Context: an optimization exercise on an open-source flow, tuned for a short achievable clock period and few clock cycles per item. The choices shown serve that exercise and are no tape-out recipe. Only simulation tests tie the RTL to the original design; equivalence was not proved. The clock port is modelled as an ideal driver, which makes a skipped or thinned clock tree look cheaper than it is; a real chip needs a root buffer or a tree. No activity file was given, so power comes from the tool's default toggle rates.

Design palette_rle_sprite_line_decoder, start of the top module:
module palette_rle_sprite_line_decoder #(
    parameter int PALETTE_ENTRIES = 256,
    parameter int MAX_WIDTH       = 4096
) (
    input  logic                      aclk,
    input  logic                      aresetn,
    input  logic                      cfg_we,
    input  logic [prsld_pkg::FRAME_WIDTH_W-1:0]  cfg_wdata,
    input  logic                      s_valid,
    output logic                      s_ready,
    input  logic                      s_action,
    input  logic                      s_line_start,
    input  logic [prsld_pkg::BYTE_W-1:0]         s_data_byte,
    input  logic [prsld_pkg::INDEX_W-1:0]        s_palette_index,
    input  logic [prsld_pkg::COLOR_W-1:0]        s_palette_color,
    output logic                      m_valid,
    input  logic                      m_ready,
    output logic                      m_pixel_valid,
    output logic [prsld_pkg::COLUMN_W-1:0]       m_column,
    output logic [prsld_pkg::PIXEL_W-1:0]        m_pixel_value,
    output logic                      m_line_done,
    output logic                      m_overrun,
    output logic                      m_last
);
==> flow/config.mk <==
export PLATFORM = sky130hd
export DESIGN_NAME = palette_rle_sprite_line_decoder
export DESIGN_NICKNAME = palette_rle_sprite_line_decoder
export VERILOG_FILES = /design/flow/design.v
export SDC_FILE = /design/flow/constraint.sdc
export NUM_CORES = 4
export LEC_CHECK = 0
export ABC_CLOCK_PERIOD_IN_PS = 2500
export CAP_MARGIN = 20
export CORE_MARGIN = 2
export CORE_UTILIZATION = 40
export SETUP_SLACK_MARGIN = 3.4
export SLEW_MARGIN = 20
==> flow/constraint.sdc <==
create_clock -name core_clock -period 6.0 [get_ports {aclk}]
set_input_delay 1.2000 -clock core_clock [delete_from_list [all_inputs] [get_ports {aclk}]]
set_output_delay 1.2000 -clock core_clock [all_outputs]
set_load 0.01 [all_outputs]
standard.sh (not shown) runs the stock make flow with config.mk's settings and CLKGATE_MAP_FILE= SYNTH_SCRIPT=/design/flow/synth_recipe.tcl, a recipe that flattens the netlist after the stock synthesis.
==> flow/flow/run.sh <==
#!/bin/bash
# Standard ORFS layout, except that the clock tree is built by flow/manual_cts.tcl:
# the clock port drives 4 root buffers, each drives mid buffers, each drives leaf
# buffers over compact clusters of registers (all clkbuf_16, 3 buffers to every
# register). Each tool's log stays in orfs/logs; this script's output in flow_run.log.
set -euo pipefail
here=$(pwd)
export MCTS_DIR=$here/flow
export PRE_CTS_TCL=$here/flow/pre_cts.tcl
export MCTS_LEAF_SIZE=22
export MCTS_MID_SIZE=15
export MCTS_ROOTS=4
# every port keeps its buffer, a buf_4 rather than the default pick
export BUFFER_PORTS_ARGS="-buffer_cell sky130_fd_sc_hd__buf_4"
bash standard.sh finish 2>&1 | tee $here/flow_run.log
Other scripts of this flow, unchanged in this note and not shown: flow/flow/manual_cts.tcl, flow/flow/pre_cts.tcl
The first run passed the timing, DRC and antenna checks.
Testbench counts at the start, summed over its fixed seeds: cycles 57,018, items 37,997.
Next try:
--- a/flow/flow/run.sh
+++ b/flow/flow/run.sh
@@ -13,2 +12,0 @@
-# every port keeps its buffer, a buf_4 rather than the default pick
-export BUFFER_PORTS_ARGS="-buffer_cell sky130_fd_sc_hd__buf_4"
SETUP_SLACK_MARGIN = 3.25   (was 3.4)
What happened:
- The changed run went through all stages and came out clean
- sequential power stays flat
- setup slack loses 0.11 ns
- synthesized area stays the same
- clock power is about the same
- total power is about the same
- maximum frequency is lower by 3.9%
- cell area hardly moves
- global-route usage is about the same
No run of this note takes its clock network from TritonCTS; it comes from the design's own scripts or RTL.

========
== willow ==
Another version of the RTL of palette_rle_sprite_line_decoder (not shown whole).
Size: roughly 12000 cells after synthesis, ~6300 flip-flops, ~90 I/O pins, ~0.21 mm2 of cells after synthesis.
export LEC_CHECK = 0
export ABC_CLOCK_PERIOD_IN_PS = 2500
export CAP_MARGIN = 20
export CORE_MARGIN = 2
export CORE_UTILIZATION = 65
export PLACE_DENSITY = 0.72
export SETUP_SLACK_MARGIN = 3.8
export SLEW_MARGIN = 20
create_clock -name core_clock -period 6.0 [get_ports {aclk}]
==> flow/flow/run.sh <==
#!/bin/bash
# Standard ORFS layout, except that the clock tree is built by flow/manual_cts.tcl:
# the clock port drives 4 root buffers, each drives mid buffers, each drives leaf
# buffers over compact clusters of registers (all clkbuf_16, 3 buffers to every
# register). Each tool's log stays in orfs/logs; this script's output in flow_run.log.
set -euo pipefail
here=$(pwd)
export MCTS_DIR=$here/flow
export PRE_CTS_TCL=$here/flow/pre_cts.tcl
export MCTS_LEAF_SIZE=22
export MCTS_MID_SIZE=15
export MCTS_ROOTS=4
# every port keeps its buffer, a buf_4 rather than the default pick
export BUFFER_PORTS_ARGS="-buffer_cell sky130_fd_sc_hd__buf_4"
bash standard.sh finish 2>&1 | tee $here/flow_run.log
Other scripts of this flow, unchanged in this note and not shown: flow/flow/manual_cts.tcl, flow/flow/pre_cts.tcl
Every stage of the flow completed for willow, and the final layout passed the timing, DRC and antenna checks.
Testbench counts of willow, summed over its fixed seeds: cycles 57,079, items 37,997.
> inputs changed (willow -> nickel)
diff --git a/flow/config.mk b/flow/config.mk
--- a/flow/config.mk
+++ b/flow/config.mk
@@ -9,6 +9,5 @@
 export CAP_MARGIN = 20
 export CORE_MARGIN = 2
-export CORE_UTILIZATION = 65
-export PLACE_DENSITY = 0.72
+export CORE_UTILIZATION = 55
 export SETUP_SLACK_MARGIN = 3.8
 export SLEW_MARGIN = 20
Results
Diff willow -> nickel: largest stage delay on the critical path lost 0.04 ns; setup slack after layout picked up an extra 0.096 ns.
willow and nickel: one clean run, willow; the rest did not finish clean.
nickel ends up with lower required time of the worst setup path than willow does.
Going from willow to nickel, worst max-slew margin expressed relative to the limit saw an increase, ratio of final minimum period to clock period saw a decrease, placed cell area saw an increase, total power saw an increase, data arrival at the endpoint of the critical path saw a decrease.
Looking at critical path launch point, the u_core.s_ready_q result is from nickel; the u_core.rp_q[2] one comes from willow.
nickel vs willow on wire length of the first global-routing pass: nickel is the higher one.
nickel against willow: die extent in y higher; routed wire length grew by 4.0%.
In every run of this note, the design's own scripts or RTL, not TritonCTS, make the clock network.

## static timing again, ports no longer ideal
The results above use ideal ports. As a check the final layouts listed here were re-extracted and re-timed, cells and wires unchanged. Step 1: set_driving_cell puts a clkbuf_16 on aclk and a buf_2 on each other input, an assumption about the parent block. Step 2, shift: input delay + t, output delay - t, t = (earliest + latest rising clock arrival at the registers) / 2. This alone moves slack from input paths to output paths. Three values: ideal ports, drivers, drivers and shift; two values: the first two.
run	t (ns)	setup WS [ns]	worst setup path after step 2	worst slew at a driven data input, ns
the first run of note 1	0.977	3.271 / 3.178 / 2.976	input to register	0.16
the second run of note 1	0.970	3.159 / 3.061 / 2.808	input to register	0.14
willow	0.966	3.496 / 3.325 / 3.144	input to register	0.16
nickel	0.963	3.592 / 3.345 / 3.123	input to register	0.25
For nickel, which loses most, drivers alone change the setup slack by -0.247 ns; drivers and shift together by -0.469 ns.
